This is an optimization exercise on Yosys and OpenROAD, whose aim is small area, a short achievable clock period and few clock cycles per item, not a production implementation. Only the layout flow was run in this run; the RTL was not checked for function there.

===== design.v =====
`default_nettype none
package brm_pkg;
   localparam int IN_W      = 16;
   localparam int PRODUCT_W = 32;
   localparam int MAG_W     = 31;
   localparam int CFG_W     = 5;
   localparam logic [CFG_W-1:0] CFG_RESET = 5'd16;
   localparam logic [CFG_W-1:0] MIN_WIDTH = 5'd2;
   localparam int ROUNDS_PER_STAGE = 2;
endpackage
`default_nettype wire
`default_nettype none
module booth_radix2_multiplier_core #(
   parameter int MAX_WIDTH = 16
) (
   input  logic                      clock,
   input  logic                      reset,
   input  logic                          req_valid,
   output logic                          req_ready,
   input  logic [brm_pkg::IN_W-1:0]      req_multiplicand_bits,
   input  logic [brm_pkg::IN_W-1:0]      req_multiplier_bits,
   output logic                          rsp_valid,
   input  logic                          rsp_ready,
   output logic [brm_pkg::PRODUCT_W-1:0] rsp_product_bits,
   output logic                          rsp_negative,
   output logic [brm_pkg::MAG_W-1:0]     rsp_magnitude,
   input  logic                      csr_write_enable,
   input  logic [brm_pkg::CFG_W-1:0] csr_write_data
);
   logic [15:0] wm, wtop;
   logic [31:0] pmask;
   logic [3:0] nm1_ff;
   always_ff @(posedge clock) begin
      if (reset) begin
         nm1_ff <= 4'd15;
      end else if (csr_write_enable) begin
         nm1_ff <= (csr_write_data < 5'd2) ? 4'd1 : (csr_write_data > 5'd16) ? 4'd15 : 4'(csr_write_data - 5'd1);
      end
   end
   always_comb begin
      for (int i = 0; i < 16; i++) begin
         wm[i] = (4'(i) <= nm1_ff);
      end
   end
   assign wtop = wm & ~(wm >> 1);
   always_comb begin
      for (int i = 0; i < 16; i++) begin
         pmask[2*i]   = wm[i];
         pmask[2*i+1] = wm[i];
      end
   end
   logic        en;
   logic        req_sa, req_sb;
   logic [15:0] ax;
   logic [7:0] one;
   logic [7:0] two;
   logic [7:0] neg;
   logic ng;
   logic [15:0] ax_c;
   logic [15:0] bx_c;
   logic [7:0] one_c;
   logic [7:0] two_c;
   logic [7:0] neg_c;
   logic ng_c;
   logic sx_c;
   logic bl_c;
   assign req_sa = |(req_multiplicand_bits & wtop);
   assign req_sb = |(req_multiplier_bits & wtop);
   logic sk_v;
   logic [15:0] oa_s;
   logic [15:0] ob_s;
   logic osa_s;
   logic osb_s;
   assign req_ready = !sk_v;
   always_ff @(posedge clock) begin
      if (reset) begin
         sk_v <= 1'b0;
      end else if (en) begin
         sk_v <= 1'b0;
      end else if (req_valid) begin
         sk_v <= 1'b1;
      end
   end
   always_ff @(posedge clock) begin
      if (!sk_v) begin
         oa_s <= req_multiplicand_bits;
         ob_s <= req_multiplier_bits;
         osa_s <= req_sa;
         osb_s <= req_sb;
      end
   end
   logic        op_v;
   logic [15:0] oa_q;
   logic [15:0] ob_q;
   logic osa_q;
   logic osb_q;
   always_ff @(posedge clock) begin
      if (reset) begin
         op_v <= 1'b0;
      end else if (en) begin
         op_v <= sk_v || req_valid;
      end
   end
   always_ff @(posedge clock) begin
      if (en) begin
         oa_q <= sk_v ? oa_s : req_multiplicand_bits;
         ob_q <= sk_v ? ob_s : req_multiplier_bits;
         osa_q <= sk_v ? osa_s : req_sa;
         osb_q <= sk_v ? osb_s : req_sb;
      end
   end
   wire [15:0] oa = oa_q;
   wire [15:0] ob = ob_q;
   wire osa = osa_q;
   wire osb = osb_q;
   always_comb begin
      for (int j = 0; j < 16; j++) begin
         ax_c[j] = wm[j] ? oa[j] : osa;
         bx_c[j] = wm[j] ? ob[j] : osb;
      end
      sx_c = osa ^ osb;
      ng_c = sx_c & (|(oa & wm)) & (|(ob & wm));
      for (int i = 0; i < 8; i++) begin
         bl_c = (i == 0) ? 1'b0 : bx_c[2*i-1];
         one_c[i] = bx_c[2*i] ^ bl_c;
         two_c[i] = (bx_c[2*i+1] & ~bx_c[2*i] & ~bl_c) | (~bx_c[2*i+1] & bx_c[2*i] & bl_c);
         neg_c[i] = bx_c[2*i+1] ^ sx_c;
      end
   end
   assign ax  = ax_c;
   assign one = one_c;
   assign two = two_c;
   assign neg = neg_c;
   assign ng  = ng_c;
   wire pp1 = (one[0] & ax[0]) ^ neg[0];
   wire pp2 = ((one[0] & ax[1]) | (two[0] & ax[0])) ^ neg[0];
   wire pp3 = ((one[0] & ax[2]) | (two[0] & ax[1])) ^ neg[0];
   wire pp4 = ((one[0] & ax[3]) | (two[0] & ax[2])) ^ neg[0];
   wire pp5 = ((one[0] & ax[4]) | (two[0] & ax[3])) ^ neg[0];
   wire pp6 = ((one[0] & ax[5]) | (two[0] & ax[4])) ^ neg[0];
   wire pp7 = ((one[0] & ax[6]) | (two[0] & ax[5])) ^ neg[0];
   wire pp8 = ((one[0] & ax[7]) | (two[0] & ax[6])) ^ neg[0];
   wire pp9 = ((one[0] & ax[8]) | (two[0] & ax[7])) ^ neg[0];
   wire pp10 = ((one[0] & ax[9]) | (two[0] & ax[8])) ^ neg[0];
   wire pp11 = ((one[0] & ax[10]) | (two[0] & ax[9])) ^ neg[0];
   wire pp12 = ((one[0] & ax[11]) | (two[0] & ax[10])) ^ neg[0];
   wire pp13 = ((one[0] & ax[12]) | (two[0] & ax[11])) ^ neg[0];
   wire pp14 = ((one[0] & ax[13]) | (two[0] & ax[12])) ^ neg[0];
   wire pp15 = ((one[0] & ax[14]) | (two[0] & ax[13])) ^ neg[0];
   wire pp16 = ((one[0] & ax[15]) | (two[0] & ax[14])) ^ neg[0];
   wire pp17 = ((one[0] & ax[15]) | (two[0] & ax[15])) ^ neg[0];
   wire ns18 = ~pp17;
   wire pp19 = (one[1] & ax[0]) ^ neg[1];
   wire pp20 = ((one[1] & ax[1]) | (two[1] & ax[0])) ^ neg[1];
   wire pp21 = ((one[1] & ax[2]) | (two[1] & ax[1])) ^ neg[1];
   wire pp22 = ((one[1] & ax[3]) | (two[1] & ax[2])) ^ neg[1];
   wire pp23 = ((one[1] & ax[4]) | (two[1] & ax[3])) ^ neg[1];
   wire pp24 = ((one[1] & ax[5]) | (two[1] & ax[4])) ^ neg[1];
   wire pp25 = ((one[1] & ax[6]) | (two[1] & ax[5])) ^ neg[1];
   wire pp26 = ((one[1] & ax[7]) | (two[1] & ax[6])) ^ neg[1];
   wire pp27 = ((one[1] & ax[8]) | (two[1] & ax[7])) ^ neg[1];
   wire pp28 = ((one[1] & ax[9]) | (two[1] & ax[8])) ^ neg[1];
   wire pp29 = ((one[1] & ax[10]) | (two[1] & ax[9])) ^ neg[1];
   wire pp30 = ((one[1] & ax[11]) | (two[1] & ax[10])) ^ neg[1];
   wire pp31 = ((one[1] & ax[12]) | (two[1] & ax[11])) ^ neg[1];
   wire pp32 = ((one[1] & ax[13]) | (two[1] & ax[12])) ^ neg[1];
   wire pp33 = ((one[1] & ax[14]) | (two[1] & ax[13])) ^ neg[1];
   wire pp34 = ((one[1] & ax[15]) | (two[1] & ax[14])) ^ neg[1];
   wire pp35 = ((one[1] & ax[15]) | (two[1] & ax[15])) ^ neg[1];
   wire ns36 = ~pp35;
   wire pp37 = (one[2] & ax[0]) ^ neg[2];
   wire pp38 = ((one[2] & ax[1]) | (two[2] & ax[0])) ^ neg[2];
   wire pp39 = ((one[2] & ax[2]) | (two[2] & ax[1])) ^ neg[2];
   wire pp40 = ((one[2] & ax[3]) | (two[2] & ax[2])) ^ neg[2];
   wire pp41 = ((one[2] & ax[4]) | (two[2] & ax[3])) ^ neg[2];
   wire pp42 = ((one[2] & ax[5]) | (two[2] & ax[4])) ^ neg[2];
   wire pp43 = ((one[2] & ax[6]) | (two[2] & ax[5])) ^ neg[2];
   wire pp44 = ((one[2] & ax[7]) | (two[2] & ax[6])) ^ neg[2];
   wire pp45 = ((one[2] & ax[8]) | (two[2] & ax[7])) ^ neg[2];
   wire pp46 = ((one[2] & ax[9]) | (two[2] & ax[8])) ^ neg[2];
   wire pp47 = ((one[2] & ax[10]) | (two[2] & ax[9])) ^ neg[2];
   wire pp48 = ((one[2] & ax[11]) | (two[2] & ax[10])) ^ neg[2];
   wire pp49 = ((one[2] & ax[12]) | (two[2] & ax[11])) ^ neg[2];
   wire pp50 = ((one[2] & ax[13]) | (two[2] & ax[12])) ^ neg[2];
   wire pp51 = ((one[2] & ax[14]) | (two[2] & ax[13])) ^ neg[2];
   wire pp52 = ((one[2] & ax[15]) | (two[2] & ax[14])) ^ neg[2];
   wire pp53 = ((one[2] & ax[15]) | (two[2] & ax[15])) ^ neg[2];
   wire ns54 = ~pp53;
   wire pp55 = (one[3] & ax[0]) ^ neg[3];
   wire pp56 = ((one[3] & ax[1]) | (two[3] & ax[0])) ^ neg[3];
   wire pp57 = ((one[3] & ax[2]) | (two[3] & ax[1])) ^ neg[3];
   wire pp58 = ((one[3] & ax[3]) | (two[3] & ax[2])) ^ neg[3];
   wire pp59 = ((one[3] & ax[4]) | (two[3] & ax[3])) ^ neg[3];
   wire pp60 = ((one[3] & ax[5]) | (two[3] & ax[4])) ^ neg[3];
   wire pp61 = ((one[3] & ax[6]) | (two[3] & ax[5])) ^ neg[3];
   wire pp62 = ((one[3] & ax[7]) | (two[3] & ax[6])) ^ neg[3];
   wire pp63 = ((one[3] & ax[8]) | (two[3] & ax[7])) ^ neg[3];
   wire pp64 = ((one[3] & ax[9]) | (two[3] & ax[8])) ^ neg[3];
   wire pp65 = ((one[3] & ax[10]) | (two[3] & ax[9])) ^ neg[3];
   wire pp66 = ((one[3] & ax[11]) | (two[3] & ax[10])) ^ neg[3];
   wire pp67 = ((one[3] & ax[12]) | (two[3] & ax[11])) ^ neg[3];
   wire pp68 = ((one[3] & ax[13]) | (two[3] & ax[12])) ^ neg[3];
   wire pp69 = ((one[3] & ax[14]) | (two[3] & ax[13])) ^ neg[3];
   wire pp70 = ((one[3] & ax[15]) | (two[3] & ax[14])) ^ neg[3];
   wire pp71 = ((one[3] & ax[15]) | (two[3] & ax[15])) ^ neg[3];
   wire ns72 = ~pp71;
   wire pp73 = (one[4] & ax[0]) ^ neg[4];
   wire pp74 = ((one[4] & ax[1]) | (two[4] & ax[0])) ^ neg[4];
   wire pp75 = ((one[4] & ax[2]) | (two[4] & ax[1])) ^ neg[4];
   wire pp76 = ((one[4] & ax[3]) | (two[4] & ax[2])) ^ neg[4];
   wire pp77 = ((one[4] & ax[4]) | (two[4] & ax[3])) ^ neg[4];
   wire pp78 = ((one[4] & ax[5]) | (two[4] & ax[4])) ^ neg[4];
   wire pp79 = ((one[4] & ax[6]) | (two[4] & ax[5])) ^ neg[4];
   wire pp80 = ((one[4] & ax[7]) | (two[4] & ax[6])) ^ neg[4];
   wire pp81 = ((one[4] & ax[8]) | (two[4] & ax[7])) ^ neg[4];
   wire pp82 = ((one[4] & ax[9]) | (two[4] & ax[8])) ^ neg[4];
   wire pp83 = ((one[4] & ax[10]) | (two[4] & ax[9])) ^ neg[4];
   wire pp84 = ((one[4] & ax[11]) | (two[4] & ax[10])) ^ neg[4];
   wire pp85 = ((one[4] & ax[12]) | (two[4] & ax[11])) ^ neg[4];
   wire pp86 = ((one[4] & ax[13]) | (two[4] & ax[12])) ^ neg[4];
   wire pp87 = ((one[4] & ax[14]) | (two[4] & ax[13])) ^ neg[4];
   wire pp88 = ((one[4] & ax[15]) | (two[4] & ax[14])) ^ neg[4];
   wire pp89 = ((one[4] & ax[15]) | (two[4] & ax[15])) ^ neg[4];
   wire ns90 = ~pp89;
   wire pp91 = (one[5] & ax[0]) ^ neg[5];
   wire pp92 = ((one[5] & ax[1]) | (two[5] & ax[0])) ^ neg[5];
   wire pp93 = ((one[5] & ax[2]) | (two[5] & ax[1])) ^ neg[5];
   wire pp94 = ((one[5] & ax[3]) | (two[5] & ax[2])) ^ neg[5];
   wire pp95 = ((one[5] & ax[4]) | (two[5] & ax[3])) ^ neg[5];
   wire pp96 = ((one[5] & ax[5]) | (two[5] & ax[4])) ^ neg[5];
   wire pp97 = ((one[5] & ax[6]) | (two[5] & ax[5])) ^ neg[5];
   wire pp98 = ((one[5] & ax[7]) | (two[5] & ax[6])) ^ neg[5];
   wire pp99 = ((one[5] & ax[8]) | (two[5] & ax[7])) ^ neg[5];
   wire pp100 = ((one[5] & ax[9]) | (two[5] & ax[8])) ^ neg[5];
   wire pp101 = ((one[5] & ax[10]) | (two[5] & ax[9])) ^ neg[5];
   wire pp102 = ((one[5] & ax[11]) | (two[5] & ax[10])) ^ neg[5];
   wire pp103 = ((one[5] & ax[12]) | (two[5] & ax[11])) ^ neg[5];
   wire pp104 = ((one[5] & ax[13]) | (two[5] & ax[12])) ^ neg[5];
   wire pp105 = ((one[5] & ax[14]) | (two[5] & ax[13])) ^ neg[5];
   wire pp106 = ((one[5] & ax[15]) | (two[5] & ax[14])) ^ neg[5];
   wire pp107 = ((one[5] & ax[15]) | (two[5] & ax[15])) ^ neg[5];
   wire ns108 = ~pp107;
   wire pp109 = (one[6] & ax[0]) ^ neg[6];
   wire pp110 = ((one[6] & ax[1]) | (two[6] & ax[0])) ^ neg[6];
   wire pp111 = ((one[6] & ax[2]) | (two[6] & ax[1])) ^ neg[6];
   wire pp112 = ((one[6] & ax[3]) | (two[6] & ax[2])) ^ neg[6];
   wire pp113 = ((one[6] & ax[4]) | (two[6] & ax[3])) ^ neg[6];
   wire pp114 = ((one[6] & ax[5]) | (two[6] & ax[4])) ^ neg[6];
   wire pp115 = ((one[6] & ax[6]) | (two[6] & ax[5])) ^ neg[6];
   wire pp116 = ((one[6] & ax[7]) | (two[6] & ax[6])) ^ neg[6];
   wire pp117 = ((one[6] & ax[8]) | (two[6] & ax[7])) ^ neg[6];
   wire pp118 = ((one[6] & ax[9]) | (two[6] & ax[8])) ^ neg[6];
   wire pp119 = ((one[6] & ax[10]) | (two[6] & ax[9])) ^ neg[6];
   wire pp120 = ((one[6] & ax[11]) | (two[6] & ax[10])) ^ neg[6];
   wire pp121 = ((one[6] & ax[12]) | (two[6] & ax[11])) ^ neg[6];
   wire pp122 = ((one[6] & ax[13]) | (two[6] & ax[12])) ^ neg[6];
   wire pp123 = ((one[6] & ax[14]) | (two[6] & ax[13])) ^ neg[6];
   wire pp124 = ((one[6] & ax[15]) | (two[6] & ax[14])) ^ neg[6];
   wire pp125 = ((one[6] & ax[15]) | (two[6] & ax[15])) ^ neg[6];
   wire ns126 = ~pp125;
   wire pp127 = (one[7] & ax[0]) ^ neg[7];
   wire pp128 = ((one[7] & ax[1]) | (two[7] & ax[0])) ^ neg[7];
   wire pp129 = ((one[7] & ax[2]) | (two[7] & ax[1])) ^ neg[7];
   wire pp130 = ((one[7] & ax[3]) | (two[7] & ax[2])) ^ neg[7];
   wire pp131 = ((one[7] & ax[4]) | (two[7] & ax[3])) ^ neg[7];
   wire pp132 = ((one[7] & ax[5]) | (two[7] & ax[4])) ^ neg[7];
   wire pp133 = ((one[7] & ax[6]) | (two[7] & ax[5])) ^ neg[7];
   wire pp134 = ((one[7] & ax[7]) | (two[7] & ax[6])) ^ neg[7];
   wire pp135 = ((one[7] & ax[8]) | (two[7] & ax[7])) ^ neg[7];
   wire pp136 = ((one[7] & ax[9]) | (two[7] & ax[8])) ^ neg[7];
   wire pp137 = ((one[7] & ax[10]) | (two[7] & ax[9])) ^ neg[7];
   wire pp138 = ((one[7] & ax[11]) | (two[7] & ax[10])) ^ neg[7];
   wire pp139 = ((one[7] & ax[12]) | (two[7] & ax[11])) ^ neg[7];
   wire pp140 = ((one[7] & ax[13]) | (two[7] & ax[12])) ^ neg[7];
   wire pp141 = ((one[7] & ax[14]) | (two[7] & ax[13])) ^ neg[7];
   wire pp142 = ((one[7] & ax[15]) | (two[7] & ax[14])) ^ neg[7];
   wire pp143 = ((one[7] & ax[15]) | (two[7] & ax[15])) ^ neg[7];
   wire ns144 = ~pp143;
   wire u145 = one[7] & ax[0];
   wire un146 = u145 | neg[7];
   wire nu147 = ~u145;
   wire nun148 = ~un146;
   wire s149 = pp9 ^ pp25;
   wire c150 = pp9 & pp25;
   wire s151 = pp10 ^ pp26;
   wire c152 = pp10 & pp26;
   wire s153 = pp11 ^ pp27 ^ pp43;
   wire c154 = (pp11 & pp27) | (pp43 & (pp11 ^ pp27));
   wire s155 = pp59 ^ pp75;
   wire c156 = pp59 & pp75;
   wire s157 = pp12 ^ pp28 ^ pp44;
   wire c158 = (pp12 & pp28) | (pp44 & (pp12 ^ pp28));
   wire s159 = pp60 ^ pp76;
   wire c160 = pp60 & pp76;
   wire s161 = pp13 ^ pp29 ^ pp45;
   wire c162 = (pp13 & pp29) | (pp45 & (pp13 ^ pp29));
   wire s163 = pp61 ^ pp77 ^ pp93;
   wire c164 = (pp61 & pp77) | (pp93 & (pp61 ^ pp77));
   wire s165 = pp109 ^ neg[6];
   wire c166 = pp109 & neg[6];
   wire s167 = pp14 ^ pp30 ^ pp46;
   wire c168 = (pp14 & pp30) | (pp46 & (pp14 ^ pp30));
   wire s169 = pp62 ^ pp78 ^ pp94;
   wire c170 = (pp62 & pp78) | (pp94 & (pp62 ^ pp78));
   wire s171 = pp110 ^ 1'b1;
   wire c172 = pp110 & 1'b1;
   wire s173 = pp15 ^ pp31 ^ pp47;
   wire c174 = (pp15 & pp31) | (pp47 & (pp15 ^ pp31));
   wire s175 = pp63 ^ pp79 ^ pp95;
   wire c176 = (pp63 & pp79) | (pp95 & (pp63 ^ pp79));
   wire s177 = pp111 ^ nu147;
   wire c178 = pp111 & nu147;
   wire s179 = pp16 ^ pp32 ^ pp48;
   wire c180 = (pp16 & pp32) | (pp48 & (pp16 ^ pp32));
   wire s181 = pp64 ^ pp80 ^ pp96;
   wire c182 = (pp64 & pp80) | (pp96 & (pp64 ^ pp80));
   wire s183 = pp112 ^ pp128 ^ nun148;
   wire c184 = (pp112 & pp128) | (nun148 & (pp112 ^ pp128));
   wire s185 = ns18 ^ pp33 ^ pp49;
   wire c186 = (ns18 & pp33) | (pp49 & (ns18 ^ pp33));
   wire s187 = pp65 ^ pp81 ^ pp97;
   wire c188 = (pp65 & pp81) | (pp97 & (pp65 ^ pp81));
   wire s189 = pp113 ^ pp129 ^ un146;
   wire c190 = (pp113 & pp129) | (un146 & (pp113 ^ pp129));
   wire s191 = pp34 ^ pp50 ^ pp66;
   wire c192 = (pp34 & pp50) | (pp66 & (pp34 ^ pp50));
   wire s193 = pp82 ^ pp98 ^ pp114;
   wire c194 = (pp82 & pp98) | (pp114 & (pp82 ^ pp98));
   wire s195 = pp130 ^ 1'b1;
   wire c196 = pp130 & 1'b1;
   wire s197 = ns36 ^ pp51 ^ pp67;
   wire c198 = (ns36 & pp51) | (pp67 & (ns36 ^ pp51));
   wire s199 = pp83 ^ pp99 ^ pp115;
   wire c200 = (pp83 & pp99) | (pp115 & (pp83 ^ pp99));
   wire s201 = pp52 ^ pp68 ^ pp84;
   wire c202 = (pp52 & pp68) | (pp84 & (pp52 ^ pp68));
   wire s203 = pp100 ^ pp116;
   wire c204 = pp100 & pp116;
   wire s205 = ns54 ^ pp69 ^ pp85;
   wire c206 = (ns54 & pp69) | (pp85 & (ns54 ^ pp69));
   wire s207 = pp70 ^ pp86;
   wire c208 = pp70 & pp86;
   wire s209 = pp5 ^ pp21;
   wire c210 = pp5 & pp21;
   wire s211 = pp6 ^ pp22;
   wire c212 = pp6 & pp22;
   wire s213 = pp7 ^ pp23 ^ pp39;
   wire c214 = (pp7 & pp23) | (pp39 & (pp7 ^ pp23));
   wire s215 = pp55 ^ neg[3];
   wire c216 = pp55 & neg[3];
   wire s217 = pp8 ^ pp24 ^ pp40;
   wire c218 = (pp8 & pp24) | (pp40 & (pp8 ^ pp24));
   wire s219 = pp56 ^ 1'b1;
   wire c220 = pp56 & 1'b1;
   wire s221 = s149 ^ pp41 ^ pp57;
   wire c222 = (s149 & pp41) | (pp57 & (s149 ^ pp41));
   wire s223 = pp73 ^ neg[4] ^ 1'b1;
   wire c224 = (pp73 & neg[4]) | (1'b1 & (pp73 ^ neg[4]));
   wire s225 = s151 ^ pp42 ^ pp58;
   wire c226 = (s151 & pp42) | (pp58 & (s151 ^ pp42));
   wire s227 = pp74 ^ 1'b1 ^ c150;
   wire c228 = (pp74 & 1'b1) | (c150 & (pp74 ^ 1'b1));
   wire s229 = s153 ^ s155 ^ pp91;
   wire c230 = (s153 & s155) | (pp91 & (s153 ^ s155));
   wire s231 = neg[5] ^ 1'b1 ^ c152;
   wire c232 = (neg[5] & 1'b1) | (c152 & (neg[5] ^ 1'b1));
   wire s233 = s157 ^ s159 ^ pp92;
   wire c234 = (s157 & s159) | (pp92 & (s157 ^ s159));
   wire s235 = 1'b1 ^ c154 ^ c156;
   wire c236 = (1'b1 & c154) | (c156 & (1'b1 ^ c154));
   wire s237 = s161 ^ s163 ^ s165;
   wire c238 = (s161 & s163) | (s165 & (s161 ^ s163));
   wire s239 = 1'b1 ^ c158 ^ c160;
   wire c240 = (1'b1 & c158) | (c160 & (1'b1 ^ c158));
   wire s241 = s167 ^ s169 ^ s171;
   wire c242 = (s167 & s169) | (s171 & (s167 ^ s169));
   wire s243 = c162 ^ c164 ^ c166;
   wire c244 = (c162 & c164) | (c166 & (c162 ^ c164));
   wire s245 = s173 ^ s175 ^ s177;
   wire c246 = (s173 & s175) | (s177 & (s173 ^ s175));
   wire s247 = c168 ^ c170 ^ c172;
   wire c248 = (c168 & c170) | (c172 & (c168 ^ c170));
   wire s249 = s179 ^ s181 ^ s183;
   wire c250 = (s179 & s181) | (s183 & (s179 ^ s181));
   wire s251 = c174 ^ c176 ^ c178;
   wire c252 = (c174 & c176) | (c178 & (c174 ^ c176));
   wire s253 = s185 ^ s187 ^ s189;
   wire c254 = (s185 & s187) | (s189 & (s185 ^ s187));
   wire s255 = c180 ^ c182 ^ c184;
   wire c256 = (c180 & c182) | (c184 & (c180 ^ c182));
   wire s257 = s191 ^ s193 ^ s195;
   wire c258 = (s191 & s193) | (s195 & (s191 ^ s193));
   wire s259 = c186 ^ c188 ^ c190;
   wire c260 = (c186 & c188) | (c190 & (c186 ^ c188));
   wire s261 = s197 ^ s199 ^ pp131;
   wire c262 = (s197 & s199) | (pp131 & (s197 ^ s199));
   wire s263 = c192 ^ c194 ^ c196;
   wire c264 = (c192 & c194) | (c196 & (c192 ^ c194));
   wire s265 = s201 ^ s203 ^ pp132;
   wire c266 = (s201 & s203) | (pp132 & (s201 ^ s203));
   wire s267 = 1'b1 ^ c198 ^ c200;
   wire c268 = (1'b1 & c198) | (c200 & (1'b1 ^ c198));
   wire s269 = s205 ^ pp101 ^ pp117;
   wire c270 = (s205 & pp101) | (pp117 & (s205 ^ pp101));
   wire s271 = pp133 ^ c202 ^ c204;
   wire c272 = (pp133 & c202) | (c204 & (pp133 ^ c202));
   wire s273 = s207 ^ pp102 ^ pp118;
   wire c274 = (s207 & pp102) | (pp118 & (s207 ^ pp102));
   wire s275 = pp134 ^ 1'b1 ^ c206;
   wire c276 = (pp134 & 1'b1) | (c206 & (pp134 ^ 1'b1));
   wire s277 = ns72 ^ pp87 ^ pp103;
   wire c278 = (ns72 & pp87) | (pp103 & (ns72 ^ pp87));
   wire s279 = pp119 ^ pp135 ^ c208;
   wire c280 = (pp119 & pp135) | (c208 & (pp119 ^ pp135));
   wire s281 = pp88 ^ pp104 ^ pp120;
   wire c282 = (pp88 & pp104) | (pp120 & (pp88 ^ pp104));
   wire s283 = pp136 ^ 1'b1;
   wire c284 = pp136 & 1'b1;
   wire s285 = ns90 ^ pp105 ^ pp121;
   wire c286 = (ns90 & pp105) | (pp121 & (ns90 ^ pp105));
   wire s287 = pp106 ^ pp122;
   wire c288 = pp106 & pp122;
   wire s289 = pp3 ^ pp19;
   wire c290 = pp3 & pp19;
   wire s291 = pp4 ^ pp20;
   wire c292 = pp4 & pp20;
   wire s293 = s209 ^ pp37 ^ neg[2];
   wire c294 = (s209 & pp37) | (neg[2] & (s209 ^ pp37));
   wire s295 = s211 ^ pp38 ^ 1'b1;
   wire c296 = (s211 & pp38) | (1'b1 & (s211 ^ pp38));
   wire s297 = s213 ^ s215 ^ 1'b1;
   wire c298 = (s213 & s215) | (1'b1 & (s213 ^ s215));
   wire s299 = s217 ^ s219 ^ c214;
   wire c300 = (s217 & s219) | (c214 & (s217 ^ s219));
   wire s301 = s221 ^ s223 ^ c218;
   wire c302 = (s221 & s223) | (c218 & (s221 ^ s223));
   wire s303 = s225 ^ s227 ^ c222;
   wire c304 = (s225 & s227) | (c222 & (s225 ^ s227));
   wire s305 = s229 ^ s231 ^ c226;
   wire c306 = (s229 & s231) | (c226 & (s229 ^ s231));
   wire s307 = s233 ^ s235 ^ c230;
   wire c308 = (s233 & s235) | (c230 & (s233 ^ s235));
   wire s309 = s237 ^ s239 ^ c234;
   wire c310 = (s237 & s239) | (c234 & (s237 ^ s239));
   wire s311 = s241 ^ s243 ^ c238;
   wire c312 = (s241 & s243) | (c238 & (s241 ^ s243));
   wire s313 = s245 ^ s247 ^ c242;
   wire c314 = (s245 & s247) | (c242 & (s245 ^ s247));
   wire s315 = s249 ^ s251 ^ c246;
   wire c316 = (s249 & s251) | (c246 & (s249 ^ s251));
   wire s317 = s253 ^ s255 ^ c250;
   wire c318 = (s253 & s255) | (c250 & (s253 ^ s255));
   wire s319 = s257 ^ s259 ^ c254;
   wire c320 = (s257 & s259) | (c254 & (s257 ^ s259));
   wire s321 = s261 ^ s263 ^ c258;
   wire c322 = (s261 & s263) | (c258 & (s261 ^ s263));
   wire s323 = s265 ^ s267 ^ c262;
   wire c324 = (s265 & s267) | (c262 & (s265 ^ s267));
   wire s325 = s269 ^ s271 ^ c266;
   wire c326 = (s269 & s271) | (c266 & (s269 ^ s271));
   wire s327 = s273 ^ s275 ^ c270;
   wire c328 = (s273 & s275) | (c270 & (s273 ^ s275));
   wire s329 = s277 ^ s279 ^ c274;
   wire c330 = (s277 & s279) | (c274 & (s277 ^ s279));
   wire s331 = s281 ^ s283 ^ c278;
   wire c332 = (s281 & s283) | (c278 & (s281 ^ s283));
   wire s333 = s285 ^ pp137 ^ c282;
   wire c334 = (s285 & pp137) | (c282 & (s285 ^ pp137));
   wire s335 = s287 ^ pp138 ^ 1'b1;
   wire c336 = (s287 & pp138) | (1'b1 & (s287 ^ pp138));
   wire s337 = ns108 ^ pp123 ^ pp139;
   wire c338 = (ns108 & pp123) | (pp139 & (ns108 ^ pp123));
   wire s339 = pp124 ^ pp140;
   wire c340 = pp124 & pp140;
   wire s341 = mid_0 ^ mid_1;
   wire c342 = mid_0 & mid_1;
   wire s343 = mid_2 ^ 1'b1;
   wire c344 = mid_2 & 1'b1;
   wire s345 = mid_3 ^ mid_4 ^ 1'b1;
   wire c346 = (mid_3 & mid_4) | (1'b1 & (mid_3 ^ mid_4));
   wire s347 = mid_5 ^ 1'b1 ^ mid_6;
   wire c348 = (mid_5 & 1'b1) | (mid_6 & (mid_5 ^ 1'b1));
   wire s349 = mid_7 ^ 1'b1 ^ mid_8;
   wire c350 = (mid_7 & 1'b1) | (mid_8 & (mid_7 ^ 1'b1));
   wire s351 = mid_9 ^ mid_10 ^ mid_11;
   wire c352 = (mid_9 & mid_10) | (mid_11 & (mid_9 ^ mid_10));
   wire s353 = mid_12 ^ mid_13 ^ mid_14;
   wire c354 = (mid_12 & mid_13) | (mid_14 & (mid_12 ^ mid_13));
   wire s355 = mid_15 ^ mid_16 ^ mid_17;
   wire c356 = (mid_15 & mid_16) | (mid_17 & (mid_15 ^ mid_16));
   wire s357 = mid_18 ^ mid_19 ^ mid_20;
   wire c358 = (mid_18 & mid_19) | (mid_20 & (mid_18 ^ mid_19));
   wire s359 = mid_21 ^ mid_22 ^ mid_23;
   wire c360 = (mid_21 & mid_22) | (mid_23 & (mid_21 ^ mid_22));
   wire s361 = mid_24 ^ mid_25 ^ mid_26;
   wire c362 = (mid_24 & mid_25) | (mid_26 & (mid_24 ^ mid_25));
   wire s363 = mid_27 ^ mid_28 ^ mid_29;
   wire c364 = (mid_27 & mid_28) | (mid_29 & (mid_27 ^ mid_28));
   wire s365 = mid_30 ^ mid_31 ^ mid_32;
   wire c366 = (mid_30 & mid_31) | (mid_32 & (mid_30 ^ mid_31));
   wire s367 = mid_33 ^ mid_34 ^ mid_35;
   wire c368 = (mid_33 & mid_34) | (mid_35 & (mid_33 ^ mid_34));
   wire s369 = mid_36 ^ mid_37 ^ mid_38;
   wire c370 = (mid_36 & mid_37) | (mid_38 & (mid_36 ^ mid_37));
   wire s371 = mid_39 ^ mid_40 ^ mid_41;
   wire c372 = (mid_39 & mid_40) | (mid_41 & (mid_39 ^ mid_40));
   wire s373 = mid_42 ^ mid_43 ^ mid_44;
   wire c374 = (mid_42 & mid_43) | (mid_44 & (mid_42 ^ mid_43));
   wire s375 = mid_45 ^ mid_46 ^ mid_47;
   wire c376 = (mid_45 & mid_46) | (mid_47 & (mid_45 ^ mid_46));
   wire s377 = mid_48 ^ mid_49 ^ mid_50;
   wire c378 = (mid_48 & mid_49) | (mid_50 & (mid_48 ^ mid_49));
   wire s379 = mid_51 ^ mid_52 ^ mid_53;
   wire c380 = (mid_51 & mid_52) | (mid_53 & (mid_51 ^ mid_52));
   wire s381 = mid_54 ^ mid_55 ^ mid_56;
   wire c382 = (mid_54 & mid_55) | (mid_56 & (mid_54 ^ mid_55));
   wire s383 = mid_57 ^ mid_58 ^ mid_59;
   wire c384 = (mid_57 & mid_58) | (mid_59 & (mid_57 ^ mid_58));
   wire s385 = mid_60 ^ mid_61 ^ mid_62;
   wire c386 = (mid_60 & mid_61) | (mid_62 & (mid_60 ^ mid_61));
   wire s387 = mid_63 ^ mid_64 ^ mid_65;
   wire c388 = (mid_63 & mid_64) | (mid_65 & (mid_63 ^ mid_64));
   wire s389 = mid_66 ^ mid_67 ^ mid_68;
   wire c390 = (mid_66 & mid_67) | (mid_68 & (mid_66 ^ mid_67));
   wire s391 = mid_69 ^ mid_70 ^ mid_71;
   wire c392 = (mid_69 & mid_70) | (mid_71 & (mid_69 ^ mid_70));
   wire s393 = mid_72 ^ mid_73 ^ mid_74;
   wire c394 = (mid_72 & mid_73) | (mid_74 & (mid_72 ^ mid_73));
   wire s395 = mid_75 ^ 1'b1 ^ mid_76;
   wire c396 = (mid_75 & 1'b1) | (mid_76 & (mid_75 ^ 1'b1));
   wire s397 = mid_77 ^ mid_78 ^ mid_79;
   wire c398 = (mid_77 & mid_78) | (mid_79 & (mid_77 ^ mid_78));
   wire s399 = mid_80 ^ 1'b1;
   wire c400 = mid_80 & 1'b1;
   wire p401 = ~s341;
   wire p402 = s343 ^ c342;
   wire g403 = s343 & c342;
   wire p404 = s345 ^ c344;
   wire g405 = s345 & c344;
   wire p406 = s347 ^ c346;
   wire g407 = s347 & c346;
   wire p408 = s349 ^ c348;
   wire g409 = s349 & c348;
   wire p410 = s351 ^ c350;
   wire g411 = s351 & c350;
   wire p412 = s353 ^ c352;
   wire g413 = s353 & c352;
   wire p414 = s355 ^ c354;
   wire g415 = s355 & c354;
   wire p416 = s357 ^ c356;
   wire g417 = s357 & c356;
   wire p418 = s359 ^ c358;
   wire g419 = s359 & c358;
   wire p420 = s361 ^ c360;
   wire g421 = s361 & c360;
   wire p422 = s363 ^ c362;
   wire g423 = s363 & c362;
   wire p424 = s365 ^ c364;
   wire g425 = s365 & c364;
   wire p426 = s367 ^ c366;
   wire g427 = s367 & c366;
   wire p428 = s369 ^ c368;
   wire g429 = s369 & c368;
   wire p430 = s371 ^ c370;
   wire g431 = s371 & c370;
   wire p432 = s373 ^ c372;
   wire g433 = s373 & c372;
   wire p434 = s375 ^ c374;
   wire g435 = s375 & c374;
   wire p436 = s377 ^ c376;
   wire g437 = s377 & c376;
   wire p438 = s379 ^ c378;
   wire g439 = s379 & c378;
   wire p440 = s381 ^ c380;
   wire g441 = s381 & c380;
   wire p442 = s383 ^ c382;
   wire g443 = s383 & c382;
   wire p444 = s385 ^ c384;
   wire g445 = s385 & c384;
   wire p446 = s387 ^ c386;
   wire g447 = s387 & c386;
   wire p448 = s389 ^ c388;
   wire g449 = s389 & c388;
   wire p450 = s391 ^ c390;
   wire g451 = s391 & c390;
   wire p452 = s393 ^ c392;
   wire g453 = s393 & c392;
   wire p454 = s395 ^ c394;
   wire g455 = s395 & c394;
   wire p456 = s397 ^ c396;
   wire g457 = s397 & c396;
   wire p458 = s399 ^ c398;
   wire g459 = s399 & c398;
   wire p460 = mid_81 ^ c400;
   wire g461 = mid_81 & c400;
   wire t462 = p401 | s341;
   wire t463 = p402 | g403;
   wire t464 = p404 | g405;
   wire t465 = p406 | g407;
   wire t466 = p408 | g409;
   wire t467 = p410 | g411;
   wire t468 = p412 | g413;
   wire t469 = p414 | g415;
   wire t470 = p416 | g417;
   wire t471 = p418 | g419;
   wire t472 = p420 | g421;
   wire t473 = p422 | g423;
   wire t474 = p424 | g425;
   wire t475 = p426 | g427;
   wire t476 = p428 | g429;
   wire t477 = p430 | g431;
   wire t478 = p432 | g433;
   wire t479 = p434 | g435;
   wire t480 = p436 | g437;
   wire t481 = p438 | g439;
   wire t482 = p440 | g441;
   wire t483 = p442 | g443;
   wire t484 = p444 | g445;
   wire t485 = p446 | g447;
   wire t486 = p448 | g449;
   wire t487 = p450 | g451;
   wire t488 = p452 | g453;
   wire t489 = p454 | g455;
   wire t490 = p456 | g457;
   wire t491 = p458 | g459;
   wire t492 = p460 | g461;
   wire G493 = g403 | (t463 & s341);
   wire T494 = t463 & t462;
   wire G495 = g407 | (t465 & g405);
   wire T496 = t465 & t464;
   wire G497 = g411 | (t467 & g409);
   wire T498 = t467 & t466;
   wire G499 = g415 | (t469 & g413);
   wire T500 = t469 & t468;
   wire G501 = g419 | (t471 & g417);
   wire T502 = t471 & t470;
   wire G503 = g423 | (t473 & g421);
   wire T504 = t473 & t472;
   wire G505 = g427 | (t475 & g425);
   wire T506 = t475 & t474;
   wire G507 = g431 | (t477 & g429);
   wire T508 = t477 & t476;
   wire G509 = g435 | (t479 & g433);
   wire T510 = t479 & t478;
   wire G511 = g439 | (t481 & g437);
   wire T512 = t481 & t480;
   wire G513 = g443 | (t483 & g441);
   wire T514 = t483 & t482;
   wire G515 = g447 | (t485 & g445);
   wire T516 = t485 & t484;
   wire G517 = g451 | (t487 & g449);
   wire T518 = t487 & t486;
   wire G519 = g455 | (t489 & g453);
   wire T520 = t489 & t488;
   wire G521 = g459 | (t491 & g457);
   wire T522 = t491 & t490;
   wire G523 = 1'b1 & g461;
   wire T524 = 1'b1 & t492;
   wire G525 = g405 | (t464 & G493);
   wire T526 = t464 & T494;
   wire G527 = G495 | (T496 & G493);
   wire T528 = T496 & T494;
   wire G529 = g413 | (t468 & G497);
   wire T530 = t468 & T498;
   wire G531 = G499 | (T500 & G497);
   wire T532 = T500 & T498;
   wire G533 = g421 | (t472 & G501);
   wire T534 = t472 & T502;
   wire G535 = G503 | (T504 & G501);
   wire T536 = T504 & T502;
   wire G537 = g429 | (t476 & G505);
   wire T538 = t476 & T506;
   wire G539 = G507 | (T508 & G505);
   wire T540 = T508 & T506;
   wire G541 = g437 | (t480 & G509);
   wire T542 = t480 & T510;
   wire G543 = G511 | (T512 & G509);
   wire T544 = T512 & T510;
   wire G545 = g445 | (t484 & G513);
   wire T546 = t484 & T514;
   wire G547 = G515 | (T516 & G513);
   wire T548 = T516 & T514;
   wire G549 = g453 | (t488 & G517);
   wire T550 = t488 & T518;
   wire G551 = G519 | (T520 & G517);
   wire T552 = T520 & T518;
   wire G553 = g461 | (t492 & G521);
   wire T554 = t492 & T522;
   wire G555 = G523 | (T524 & G521);
   wire T556 = T524 & T522;
   wire G557 = g409 | (t466 & G527);
   wire T558 = t466 & T528;
   wire G559 = G497 | (T498 & G527);
   wire T560 = T498 & T528;
   wire G561 = G529 | (T530 & G527);
   wire T562 = T530 & T528;
   wire G563 = G531 | (T532 & G527);
   wire T564 = T532 & T528;
   wire G565 = g425 | (t474 & G535);
   wire T566 = t474 & T536;
   wire G567 = G505 | (T506 & G535);
   wire T568 = T506 & T536;
   wire G569 = G537 | (T538 & G535);
   wire T570 = T538 & T536;
   wire G571 = G539 | (T540 & G535);
   wire T572 = T540 & T536;
   wire G573 = g441 | (t482 & G543);
   wire T574 = t482 & T544;
   wire G575 = G513 | (T514 & G543);
   wire T576 = T514 & T544;
   wire G577 = G545 | (T546 & G543);
   wire T578 = T546 & T544;
   wire G579 = G547 | (T548 & G543);
   wire T580 = T548 & T544;
   wire G581 = g457 | (t490 & G551);
   wire T582 = t490 & T552;
   wire G583 = G521 | (T522 & G551);
   wire T584 = T522 & T552;
   wire G585 = G553 | (T554 & G551);
   wire T586 = T554 & T552;
   wire G587 = G555 | (T556 & G551);
   wire T588 = T556 & T552;
   wire G589 = g417 | (t470 & G563);
   wire T590 = t470 & T564;
   wire G591 = G501 | (T502 & G563);
   wire T592 = T502 & T564;
   wire G593 = G533 | (T534 & G563);
   wire T594 = T534 & T564;
   wire G595 = G535 | (T536 & G563);
   wire T596 = T536 & T564;
   wire G597 = G565 | (T566 & G563);
   wire T598 = T566 & T564;
   wire G599 = G567 | (T568 & G563);
   wire T600 = T568 & T564;
   wire G601 = G569 | (T570 & G563);
   wire T602 = T570 & T564;
   wire G603 = G571 | (T572 & G563);
   wire T604 = T572 & T564;
   wire G605 = g449 | (t486 & G579);
   wire T606 = t486 & T580;
   wire G607 = G517 | (T518 & G579);
   wire T608 = T518 & T580;
   wire G609 = G549 | (T550 & G579);
   wire T610 = T550 & T580;
   wire G611 = G551 | (T552 & G579);
   wire T612 = T552 & T580;
   wire G613 = G581 | (T582 & G579);
   wire T614 = T582 & T580;
   wire G615 = G583 | (T584 & G579);
   wire T616 = T584 & T580;
   wire G617 = G585 | (T586 & G579);
   wire T618 = T586 & T580;
   wire G619 = G587 | (T588 & G579);
   wire T620 = T588 & T580;
   wire G621 = g433 | (t478 & G603);
   wire T622 = t478 & T604;
   wire G623 = G509 | (T510 & G603);
   wire T624 = T510 & T604;
   wire G625 = G541 | (T542 & G603);
   wire T626 = T542 & T604;
   wire G627 = G543 | (T544 & G603);
   wire T628 = T544 & T604;
   wire G629 = G573 | (T574 & G603);
   wire T630 = T574 & T604;
   wire G631 = G575 | (T576 & G603);
   wire T632 = T576 & T604;
   wire G633 = G577 | (T578 & G603);
   wire T634 = T578 & T604;
   wire G635 = G579 | (T580 & G603);
   wire T636 = T580 & T604;
   wire G637 = G605 | (T606 & G603);
   wire T638 = T606 & T604;
   wire G639 = G607 | (T608 & G603);
   wire T640 = T608 & T604;
   wire G641 = G609 | (T610 & G603);
   wire T642 = T610 & T604;
   wire G643 = G611 | (T612 & G603);
   wire T644 = T612 & T604;
   wire G645 = G613 | (T614 & G603);
   wire T646 = T614 & T604;
   wire G647 = G615 | (T616 & G603);
   wire T648 = T616 & T604;
   wire G649 = G617 | (T618 & G603);
   wire T650 = T618 & T604;
   wire G651 = G619 | (T620 & G603);
   wire T652 = T620 & T604;
   logic mid_v;
   logic mid_0;
   logic mid_1;
   logic mid_2;
   logic mid_3;
   logic mid_4;
   logic mid_5;
   logic mid_6;
   logic mid_7;
   logic mid_8;
   logic mid_9;
   logic mid_10;
   logic mid_11;
   logic mid_12;
   logic mid_13;
   logic mid_14;
   logic mid_15;
   logic mid_16;
   logic mid_17;
   logic mid_18;
   logic mid_19;
   logic mid_20;
   logic mid_21;
   logic mid_22;
   logic mid_23;
   logic mid_24;
   logic mid_25;
   logic mid_26;
   logic mid_27;
   logic mid_28;
   logic mid_29;
   logic mid_30;
   logic mid_31;
   logic mid_32;
   logic mid_33;
   logic mid_34;
   logic mid_35;
   logic mid_36;
   logic mid_37;
   logic mid_38;
   logic mid_39;
   logic mid_40;
   logic mid_41;
   logic mid_42;
   logic mid_43;
   logic mid_44;
   logic mid_45;
   logic mid_46;
   logic mid_47;
   logic mid_48;
   logic mid_49;
   logic mid_50;
   logic mid_51;
   logic mid_52;
   logic mid_53;
   logic mid_54;
   logic mid_55;
   logic mid_56;
   logic mid_57;
   logic mid_58;
   logic mid_59;
   logic mid_60;
   logic mid_61;
   logic mid_62;
   logic mid_63;
   logic mid_64;
   logic mid_65;
   logic mid_66;
   logic mid_67;
   logic mid_68;
   logic mid_69;
   logic mid_70;
   logic mid_71;
   logic mid_72;
   logic mid_73;
   logic mid_74;
   logic mid_75;
   logic mid_76;
   logic mid_77;
   logic mid_78;
   logic mid_79;
   logic mid_80;
   logic mid_81;
   logic mid_82;
   always_ff @(posedge clock) begin
      if (reset) begin
         mid_v <= 1'b0;
      end else if (en) begin
         mid_v <= op_v;
      end
   end
   always_ff @(posedge clock) begin
      if (en) begin
         mid_0 <= pp1;
         mid_1 <= neg[0];
         mid_2 <= pp2;
         mid_3 <= s289;
         mid_4 <= neg[1];
         mid_5 <= s291;
         mid_6 <= c290;
         mid_7 <= s293;
         mid_8 <= c292;
         mid_9 <= s295;
         mid_10 <= c210;
         mid_11 <= c294;
         mid_12 <= s297;
         mid_13 <= c212;
         mid_14 <= c296;
         mid_15 <= s299;
         mid_16 <= c216;
         mid_17 <= c298;
         mid_18 <= s301;
         mid_19 <= c220;
         mid_20 <= c300;
         mid_21 <= s303;
         mid_22 <= c224;
         mid_23 <= c302;
         mid_24 <= s305;
         mid_25 <= c228;
         mid_26 <= c304;
         mid_27 <= s307;
         mid_28 <= c232;
         mid_29 <= c306;
         mid_30 <= s309;
         mid_31 <= c236;
         mid_32 <= c308;
         mid_33 <= s311;
         mid_34 <= c240;
         mid_35 <= c310;
         mid_36 <= s313;
         mid_37 <= c244;
         mid_38 <= c312;
         mid_39 <= s315;
         mid_40 <= c248;
         mid_41 <= c314;
         mid_42 <= s317;
         mid_43 <= c252;
         mid_44 <= c316;
         mid_45 <= s319;
         mid_46 <= c256;
         mid_47 <= c318;
         mid_48 <= s321;
         mid_49 <= c260;
         mid_50 <= c320;
         mid_51 <= s323;
         mid_52 <= c264;
         mid_53 <= c322;
         mid_54 <= s325;
         mid_55 <= c268;
         mid_56 <= c324;
         mid_57 <= s327;
         mid_58 <= c272;
         mid_59 <= c326;
         mid_60 <= s329;
         mid_61 <= c276;
         mid_62 <= c328;
         mid_63 <= s331;
         mid_64 <= c280;
         mid_65 <= c330;
         mid_66 <= s333;
         mid_67 <= c284;
         mid_68 <= c332;
         mid_69 <= s335;
         mid_70 <= c286;
         mid_71 <= c334;
         mid_72 <= s337;
         mid_73 <= c288;
         mid_74 <= c336;
         mid_75 <= s339;
         mid_76 <= c338;
         mid_77 <= ns126;
         mid_78 <= pp141;
         mid_79 <= c340;
         mid_80 <= pp142;
         mid_81 <= ns144;
         mid_82 <= ng;
      end
   end
   logic [31:0] prod_w;
   logic [30:0] mag_w;
   assign prod_w = {(mid_82 ? ~(1'b1 ^ G649) : (1'b1 ^ (G649 | T650))), (mid_82 ? ~(p460 ^ G647) : (p460 ^ (G647 | T648))), (mid_82 ? ~(p458 ^ G645) : (p458 ^ (G645 | T646))), (mid_82 ? ~(p456 ^ G643) : (p456 ^ (G643 | T644))), (mid_82 ? ~(p454 ^ G641) : (p454 ^ (G641 | T642))), (mid_82 ? ~(p452 ^ G639) : (p452 ^ (G639 | T640))), (mid_82 ? ~(p450 ^ G637) : (p450 ^ (G637 | T638))), (mid_82 ? ~(p448 ^ G635) : (p448 ^ (G635 | T636))), (mid_82 ? ~(p446 ^ G633) : (p446 ^ (G633 | T634))), (mid_82 ? ~(p444 ^ G631) : (p444 ^ (G631 | T632))), (mid_82 ? ~(p442 ^ G629) : (p442 ^ (G629 | T630))), (mid_82 ? ~(p440 ^ G627) : (p440 ^ (G627 | T628))), (mid_82 ? ~(p438 ^ G625) : (p438 ^ (G625 | T626))), (mid_82 ? ~(p436 ^ G623) : (p436 ^ (G623 | T624))), (mid_82 ? ~(p434 ^ G621) : (p434 ^ (G621 | T622))), (mid_82 ? ~(p432 ^ G603) : (p432 ^ (G603 | T604))), (mid_82 ? ~(p430 ^ G601) : (p430 ^ (G601 | T602))), (mid_82 ? ~(p428 ^ G599) : (p428 ^ (G599 | T600))), (mid_82 ? ~(p426 ^ G597) : (p426 ^ (G597 | T598))), (mid_82 ? ~(p424 ^ G595) : (p424 ^ (G595 | T596))), (mid_82 ? ~(p422 ^ G593) : (p422 ^ (G593 | T594))), (mid_82 ? ~(p420 ^ G591) : (p420 ^ (G591 | T592))), (mid_82 ? ~(p418 ^ G589) : (p418 ^ (G589 | T590))), (mid_82 ? ~(p416 ^ G563) : (p416 ^ (G563 | T564))), (mid_82 ? ~(p414 ^ G561) : (p414 ^ (G561 | T562))), (mid_82 ? ~(p412 ^ G559) : (p412 ^ (G559 | T560))), (mid_82 ? ~(p410 ^ G557) : (p410 ^ (G557 | T558))), (mid_82 ? ~(p408 ^ G527) : (p408 ^ (G527 | T528))), (mid_82 ? ~(p406 ^ G525) : (p406 ^ (G525 | T526))), (mid_82 ? ~(p404 ^ G493) : (p404 ^ (G493 | T494))), (mid_82 ? ~(p402 ^ s341) : (p402 ^ (s341 | t462))), (mid_82 ? ~p401 : ~p401)} & pmask;
   assign mag_w  = {(p460 ^ (G647 | T648)), (p458 ^ (G645 | T646)), (p456 ^ (G643 | T644)), (p454 ^ (G641 | T642)), (p452 ^ (G639 | T640)), (p450 ^ (G637 | T638)), (p448 ^ (G635 | T636)), (p446 ^ (G633 | T634)), (p444 ^ (G631 | T632)), (p442 ^ (G629 | T630)), (p440 ^ (G627 | T628)), (p438 ^ (G625 | T626)), (p436 ^ (G623 | T624)), (p434 ^ (G621 | T622)), (p432 ^ (G603 | T604)), (p430 ^ (G601 | T602)), (p428 ^ (G599 | T600)), (p426 ^ (G597 | T598)), (p424 ^ (G595 | T596)), (p422 ^ (G593 | T594)), (p420 ^ (G591 | T592)), (p418 ^ (G589 | T590)), (p416 ^ (G563 | T564)), (p414 ^ (G561 | T562)), (p412 ^ (G559 | T560)), (p410 ^ (G557 | T558)), (p408 ^ (G527 | T528)), (p406 ^ (G525 | T526)), (p404 ^ (G493 | T494)), (p402 ^ (s341 | t462)), ~p401};
   logic        out_v;
   logic [31:0] prod_ff;
   logic [30:0] mag_ff;
   logic        neg_ff;
   assign en = !out_v || rsp_ready;
   always_ff @(posedge clock) begin
      if (reset) begin
         out_v <= 1'b0;
      end else if (en) begin
         out_v <= mid_v;
      end
   end
   always_ff @(posedge clock) begin
      if (en) begin
         prod_ff <= prod_w;
         mag_ff  <= mag_w;
         neg_ff  <= mid_82;
      end
   end
   assign rsp_valid        = out_v;
   assign rsp_product_bits = prod_ff;
   assign rsp_magnitude    = mag_ff;
   assign rsp_negative     = neg_ff;
endmodule
`default_nettype wire

===== run.sh =====
#!/bin/bash
# synth_recipe.tcl (not shown) runs the flow's synth.tcl, then flattens the netlist and writes it again
# the make line also repeats each setting of config.mk as NAME=value (left out here)
make -C /OpenROAD-flow-scripts/flow DESIGN_CONFIG=/design/flow/config.mk WORK_HOME=/design/flow/orfs CLKGATE_MAP_FILE= SYNTH_SCRIPT=/design/flow/synth_recipe.tcl finish

===== config.mk =====
export PLATFORM = sky130hd
export DESIGN_NAME = booth_radix2_multiplier_core
export DESIGN_NICKNAME = booth_radix2_multiplier_core
export VERILOG_FILES = /design/flow/design.v
export SDC_FILE = /design/flow/constraint.sdc
export NUM_CORES = 4
export LEC_CHECK = 0
export ABC_CLOCK_PERIOD_IN_PS = 2800
export CAP_MARGIN = 20
export CORE_MARGIN = 2
export CORE_UTILIZATION = 40
export PLACE_DENSITY = 0.6
export SETUP_SLACK_MARGIN = 4.4
export SLEW_MARGIN = 20

===== constraint.sdc =====
create_clock -name core_clock -period 7.2 [get_ports {clock}]
set_input_delay 1.4400 -clock core_clock [delete_from_list [all_inputs] [get_ports {clock}]]
set_output_delay 1.4400 -clock core_clock [all_outputs]
set_load 0.01 [all_outputs]

==> run notes <==
area by class of cell:
cell class	instances	area, sq um
Antenna cell	2	5.005
Inverter	166	626.9
Multi-Input combinational cell	1057	11130
Tap cell	532	665.6
Clock buffer	39	782.0
Fill cell	3417	17980
Clock inverter	11	128.9
Sequential cell	222	6261
Timing Repair Buffer	312	3156
kinds of logic (layout without fill, tap and decap cells):
| family | count (synthesis) | in the layout | share of synthesized area |
|---|---|---|---|
| adder cells (fa/ha/maj) | 184 | 184 | 0.1825 |
| other | 0 | 2 | 0 |
| AND/OR/NAND/NOR | 272 | 273 | 0.08032 |
| XOR/XNOR | 210 | 210 | 0.1168 |
| multiplexers | 76 | 76 | 0.05200 |
| buffers and inverters | 237 | 528 | 0.05990 |
| AO/OA/AOI/OAI | 314 | 314 | 0.1294 |
| flip-flops | 222 | 222 | 0.3790 |
stage by stage:
stage / worst slack [ns] / instance area (sq um) / instances
2_1_floorplan: 3.459 / 16920 / 1515
3_3_place_gp: 1.955 / 18460 / 2107
3_5_place_dp: 1.783 / 18460 / 2107
4_1_cts: 3.337 / 21700 / 2296
5_1_grt: 3.144 / 22750 / 2339
6_report: 3.240 / 22760 / 2341
flip-flops by register name (all words and copies together), names as in the netlist, 4 cells and up:
| name | count |
|---|---|
| prod_ff | 32 |
| mag_ff | 30 |
| oa_q | 16 |
| oa_s | 16 |
| ob_q | 16 |
| ob_s | 16 |
| nm1_ff | 4 |
final timing paths:
check                end  slack [ns]  startpoint  depth (start not counted)
setup / recovery  mid_36        3.24   nm1_ff[0]                         13
hold / removal     osb_s        0.46       osb_s                          1
setup reg to reg  mid_36        3.24   nm1_ff[0]                         13
hold reg to reg    osb_s        0.46       osb_s                          1
critical path, stage by stage (launching register included):
cell and delay [ns]:
dfxtp_4 0.38, buf_12 0.13, and2_4 0.18, a21oi_4 0.15, mux2_4 0.38, buf_6 0.15, xnor2_4 0.24, buf_12 0.17
a22oi_2 0.08, xnor2_2 0.18, fa_1 0.57, inv_2 0.05, fa_1 0.56, fa_2 0.44
layout by cell type, fill, tap and decap left out, types with 19 or more instances in the layout:
cell             Yosys  routed
o22ai_1             62      32
mux2_2              41      40
xnor2_1            147     115
nand2_1             87      76
inv_2                0      20
xnor2_2              7      32
fa_1                94      50
dlygate4sd2_1        0      66
clkbuf_16            0      33
fa_2                 0      44
a22oi_1             50      34
buf_6                3      40
inv_1              165     144
buf_4               11     129
a21oi_1             68      50
clkdlybuf4s50_1      0      41
o22ai_2              0      19
o21ai_0             35      20
xor2_1              53      51
buf_12               0      22
ha_1                90      71
nor2_1              71      61
edfxtp_1           180     180
dfxtp_1             42      38
mux2i_1             30      23
what timing repair did:
| action | in CTS | in global routing |
|---|---|---|
| setup endpoints to repair | 194 | 115 |
| hold endpoints to repair | 0 | 0 |
| gates resized for setup | 317 | 139 |
| buffers inserted | 134 | 39 |
| pin swaps | 146 | 93 |
| hold buffers | 0 | 0 |
| cloned | 5 | 4 |
layer usage:
| metal | share of wire | GRT usage | up-vias | wire (microns) |
|---|---|---|---|---|
| met2 | 0.48 | 0.3717 | 462 | 23130 |
| met3 | 0.063 | 0.03359 | 106 | 3027 |
| met4 | 0.030 | 0.07624 | 0 | 1471 |
| met5 | 0 | 0 | - | 0 |
| li1 | - | - | 5833 | - |
| met1 | 0.43 | 0.2953 | 6309 | 20770 |
==> reports/results.txt <==
The die boundary width is 207.0 microns, and the count of input and output buffers is 107. The root buffer cell chosen for the clock tree is clkbuf_16. The startpoint-to-endpoint class of the critical path was flip-flop to flip-flop.

The average instance in the mapped netlist occupies 10.88 sq um. Synthesis produced a netlist with a net count of 1741. The number of antenna violations at the first check in global routing is 0.

After synthesis the netlist holds a flip-flop and latch count of 222. By count the netlist is led by edfxtp_1 (180), inv_1 (165), xnor2_1 (147). The count of nets left with antenna violations once routing finished came out at 0. The count of final hold-check violations is 0. Synthesis instantiated 86 different standard cells from the library.

In the routed layout, each cell is associated on average with a via count of 5.429. The biggest fanout along the worst timing path was 6. The number of setup violations in the final report is 0, and the total via count in the routed design is 12710. Data on the critical path arrives at its endpoint at 4.24 ns. The number of slew-limit violations in the final report is 0, and the worst hold slack is 0.4586 ns. Summed over all failing endpoints, the final setup total negative slack is 0 ns. Max-cap violations in this run came to 0.

The global-route wire length before repair came out at 72980 microns. Area overhead of the layout relative to synthesis: 38.09%. The biggest area contributor in the post-synthesis netlist is edfxtp_1. The run gives 1 as the maximum level of the CTS H-tree.

Counting flops with a built-in enable in the synthesized netlist gives 180. The fraction of post-synthesis cell area in the top cell type by area came out at 0.3280. Entering global routing, the biggest net connects 187 pins.

Final clock period utilization by the worst path: 0.5500. The number of clock buffers added by TritonCTS is 27. The category of the worst setup path launch point is a flip-flop. Setup repair after global routing could not meet its margin everywhere.

The tools report the DRC violation total after the first TritonRoute iteration as 916. For the placer's final routability congestion estimate, the log shows 0.9189. The die extent in y is 207.0 microns.

The run finished with no timing, DRC or antenna violations. The path class of the tightest hold or removal check is flip-flop to flip-flop. The floorplan step defined a die boundary enclosing 42840 sq um. The worst setup path is captured at a flip-flop. After floorplanning, the core was sized to cover 40740 sq um.

The clock net sink count is 222, and the synthesized instance count is 1515. The number of iterations in the first detailed-routing pass was 7. The most frequently used flop master after synthesis was edfxtp_1.

The number of remaining DRC errors is 0, and the overflow left after global routing is 0. The global-route total usage across every layer is 0.2225, and the row count is 74. The I/O pin count was 108; the number of global-route vias before repair was 12842. Counting I/O delays and the setup requirement, the final critical path takes 3.960 ns.

Data on the critical path is required at its endpoint by 7.48 ns. Final wirelength: 48400 microns. The net count of the finished layout is 2012. edfxtp_1 is the most common cell in the netlist.

The fraction of the yosys area taken by sequential cells is 0.3790. The later pin in the worst-skew pair is clocked with a latency of 0.57 ns.

Clock-pin slew was measured on the worst setup and hold paths at 0.06 ns. In this run the deepest clock path goes through 3 buffers.

The initial core utilization came out at 0.4045. Based on the critical path, the design can be clocked at up to 252.5 MHz. After detailed routing, the average wire length per cell comes to 20.68 microns. The total of warnings raised by yosys was 1; the worst slew slack as a fraction of its limit was 0.04246.

The wire-length estimate of the detail-placed layout is 31750 microns. TritonCTS built the clock tree. The fraction of layout instances using a drive strength above 1 was 0.3453. The run gives 0.5586 as the final core utilization. The area of the mapped netlist came out at 16480 sq um. The worst-margin pin slew was 1.436 ns. The proportion of synthesized flip-flops having asynchronous set or reset came out at 0.

Sorting the synthesized cells by area gives the leading types as edfxtp_1 (33%), fa_1 (11%), xnor2_1 (7.8%). The largest clock skew in the final design came out at 0.03278 ns.

-- afterwards: timing with drivers on the ports --
No port has a modelled driver above. Below, the same layout with a new extraction and two added sets of constraints. Step 1, drivers: a clkbuf_16 drives clock and a buf_2 each remaining input, both assumed. Step 2 times the ports against the registers' clock, not the clock port: input delays grow and output delays shrink by t, the midpoint of the rising clock arrivals with the driver on. a / b / c = no drivers / after step 1 / after step 2; a / b = the first two.
shift t [ns]: 0.607
setup WS [ns]: 3.240 / 3.240 / 3.240
worst hold slack (ns): 0.459 / 0.459 / 0.459
latest minus earliest clock arrival (ns): 0.035 / 0.036
pins driven straight from the clock port: 1
After both steps setup and hold are still met in this run. For this run, drivers alone change the setup slack by 0.000 ns; drivers and shift together by 0.000 ns.
